Background: an optimization exercise with open tools, aiming at small area and a short achievable clock period. Do not read the settings as production practice. The RTL was checked by simulation tests, not by an equivalence proof against the original design.

==> 01-21: inputs <==
==> flow/design.v (excerpt) <==
module timing_recovery_top (
  input  logic               clk,
  input  logic               reset_n,
  input  logic [31:0]        sample_i,     
  output logic [31:0]        sym_o,        
  output logic               sym_valid_o,
  output logic [18:0]        err_o,        
  output logic signed [11:0] ctrl_o
);
==> flow/config.mk <==
export PLATFORM = sky130hd
export DESIGN_NAME = timing_recovery_top
export DESIGN_NICKNAME = timing_recovery_top
export VERILOG_FILES = /design/flow/design.v
export SDC_FILE = /design/flow/constraint.sdc
export NUM_CORES = 4
export LEC_CHECK = 0
export CAP_MARGIN = 20
export CORE_MARGIN = 2
export CORE_UTILIZATION = 40
export SLEW_MARGIN = 20
==> flow/constraint.sdc <==
create_clock -name core_clock -period 12.0 [get_ports {clk}]
set_input_delay 2.4000 -clock core_clock [delete_from_list [all_inputs] [get_ports {clk}]]
set_output_delay 2.4000 -clock core_clock [all_outputs]
set_load 0.01 [all_outputs]
standard.sh (not shown) runs the stock make flow with config.mk's settings and CLKGATE_MAP_FILE= SYNTH_SCRIPT=/design/flow/synth_recipe.tcl, a recipe that flattens the netlist after the stock synthesis.
==> flow/flow/run.sh <==
#!/bin/bash
set -euo pipefail
bash standard.sh SETUP_SLACK_MARGIN=7 finish > standard_flow.log 2>&1
==> 11-16: changes against 01-21 <==
--- a/flow/design.v
+++ b/flow/design.v
@@ -2,29 +2,31 @@
 `default_nettype none
 module gardner_ted (
   input  logic        clk,
   input  logic        reset_n,
   input  logic [31:0] sample_i,       
   input  logic        sym_strobe_i,   
-  input  logic        hp_load_i,      
+  input  logic        p_load_i,       
   output logic [18:0] err_o,          
   output logic [31:0] sym_o,          
   output logic        sym_valid_o
 );
-  logic [31:0] dline [1:10];
+  logic [31:0] dline [1:9];
+  logic [31:0] p_q;     
   logic [20:0] hp_q;    
   always_ff @(posedge clk) begin
     dline[1] <= sample_i;
-    for (int k = 2; k <= 10; k++) dline[k] <= dline[k-1];
+    for (int k = 2; k <= 9; k++) dline[k] <= dline[k-1];
+    if (p_load_i) p_q <= dline[9];
   end
   logic        stb;
   logic [31:0] dg, mm;
   logic [15:0] g_i, g_q, m_i, m_q;
   assign stb = sym_strobe_i;
-  assign dg  = stb ? dline[9] : dline[10];
-  assign mm  = sample_i;
+  assign dg  = stb ? dline[9] : p_q;
+  assign mm  = stb ? sample_i : dline[7];
   assign g_i = dg[31:16];
   assign g_q = dg[15:0];
   assign m_i = mm[31:16];
   assign m_q = mm[15:0];
   logic [7:0] one_i, two_i, neg_i, one_q, two_q, neg_q;
   always_comb begin
@@ -771,13 +773,13 @@
     t_q[63] <= x605;
     t_q[64] <= x606;
     t_q[65] <= x607;
     t_q[66] <= x608;
     t_q[67] <= x609;
     t_q[68] <= x610;
-    if (hp_load_i) hp_q <= err_full;
+    hp_q <= err_full;
   end
   always_ff @(posedge clk) begin
     if (!reset_n) vld_q <= 1'b0;
     else          vld_q <= stb;
   end
   assign err_o       = {err_full[20:3], vld_q};
@@ -818,38 +820,38 @@
 `default_nettype none
 module symbol_nco (
   input  logic               clk,
   input  logic               reset_n,
   input  logic signed [11:0] ctrl_i,        
   output logic               sym_strobe_o,  
-  output logic               hp_load_o      
+  output logic               p_load_o       
 );
   localparam int MOD = 81920;   
   logic [16:0] phase;
   logic [12:0] incr;
   logic [16:0] sum;
   logic        wrap;
   logic        strobe_q;
   logic [17:0] ahead;
-  logic [2:0]  la_q;    
+  logic        load_q;
   assign incr = 13'd4096 + {ctrl_i[11], ctrl_i};   
   assign sum  = phase + 17'(incr);                 
   assign wrap = (sum >= 17'(MOD));
   assign ahead = 18'(phase) + 18'({incr, 1'b0}) + 18'({incr, 3'b000});
   always_ff @(posedge clk) begin
     if (!reset_n) begin
       phase    <= '0;
       strobe_q <= 1'b0;
     end else begin
       phase    <= wrap ? 17'(sum - 17'(MOD)) : sum;
       strobe_q <= wrap;
     end
-    la_q <= {la_q[1:0], (ahead < 18'(MOD))};
+    load_q <= (ahead < 18'(MOD));
   end
   assign sym_strobe_o = strobe_q;
-  assign hp_load_o    = la_q[2];
+  assign p_load_o     = load_q;
 endmodule
 `default_nettype wire
 `timescale 1ns/100ps
 `default_nettype none
 module timing_recovery_top (
   input  logic               clk,
@@ -858,21 +860,21 @@
   output logic [31:0]        sym_o,        
   output logic               sym_valid_o,
   output logic [18:0]        err_o,        
   output logic signed [11:0] ctrl_o
 );
   logic               sym_strobe;   
-  logic               hp_load;       
+  logic               p_load;       
   logic [18:0]        err;          
   logic signed [11:0] ctrl;         
   gardner_ted u_ted (
     .clk          (clk),
     .reset_n      (reset_n),
     .sample_i     (sample_i),
     .sym_strobe_i (sym_strobe),
-    .hp_load_i     (hp_load),
+    .p_load_i     (p_load),
     .err_o        (err),
     .sym_o        (sym_o),
     .sym_valid_o  (sym_valid_o)
   );
   loop_filter_pi u_lf (
     .clk     (clk),
@@ -882,12 +884,12 @@
   );
   symbol_nco u_nco (
     .clk          (clk),
     .reset_n      (reset_n),
     .ctrl_i       (ctrl),
     .sym_strobe_o (sym_strobe),
-    .hp_load_o     (hp_load)
+    .p_load_o     (p_load)
   );
   assign err_o  = err;
   assign ctrl_o = ctrl;
 endmodule
 `default_nettype wire
==> flow/run.sh (new file) <==
#!/bin/bash
# synth_recipe.tcl (not shown) runs the flow's synth.tcl, then flattens the netlist and writes it again
# the make line also repeats each setting of config.mk as NAME=value (left out here)
make -C /OpenROAD-flow-scripts/flow DESIGN_CONFIG=/design/flow/config.mk WORK_HOME=/design/flow/orfs CLKGATE_MAP_FILE= SYNTH_SCRIPT=/design/flow/synth_recipe.tcl finish
- SETUP_SLACK_MARGIN: unset -> 5
removed: flow/flow/run.sh
removed: flow/standard.sh
==> 07-06: changes against 01-21 <==
==> flow/flow/run.sh (replaced) <==
#!/bin/bash
# The standard layout (the standard.sh) with two changes: synthesis leaves
# adders to ABC instead of mapping them onto full/half-adder cells first
# (ADDER_MAP_FILE empty; registers are mapped exactly as in the standard
# synthesis), and the timing repair steps aim for 7 ns of setup slack.
set -euo pipefail
bash standard.sh ADDER_MAP_FILE= SETUP_SLACK_MARGIN=7 finish > standard_flow.log 2>&1
==> comparison <==
01-21 passed the timing, design-rule and antenna checks. 07-06 passed the timing, design-rule and antenna checks. 11-16 produced a clean layout. The highest cell area belongs to 07-06, the lowest to 11-16. Routed wire length: 11-16 is lower than 07-06 (about 16%). The lowest final cell count belongs to 01-21, the highest to 07-06.

## static timing again, ports no longer ideal
Ports are ideal in the flow. The routed layouts listed here were re-timed in OpenROAD.
Step 1 sets driving cells, clkbuf_16 on the clock port and buf_2 on the other inputs (assumed; they add their load-dependent delay and slew).
Step 2 moves the port delays by t, midway between the first and last clock arrival at a register: inputs arrive t later, outputs are due t later. That takes back most of the time a late clock gives input paths.
Slacks: ideal ports / drivers / drivers and shift; pairs: ideal ports / drivers.
run | t (ns) | setup slack, ns | hold slack, ns | worst register clock-pin slew, ns
01-21 | 0.641 | 4.756 / 4.756 / 4.756 | 0.320 / 0.320 / 0.320 | 0.07 / 0.07
11-16 | 0.647 | 5.024 / 5.024 / 5.024 | 0.312 / 0.312 / 0.312 | 0.07 / 0.07
07-06 | 0.653 | 5.931 / 5.931 / 5.931 | 0.320 / 0.320 / 0.320 | 0.07 / 0.07
After both steps setup and hold are still met in every run listed.
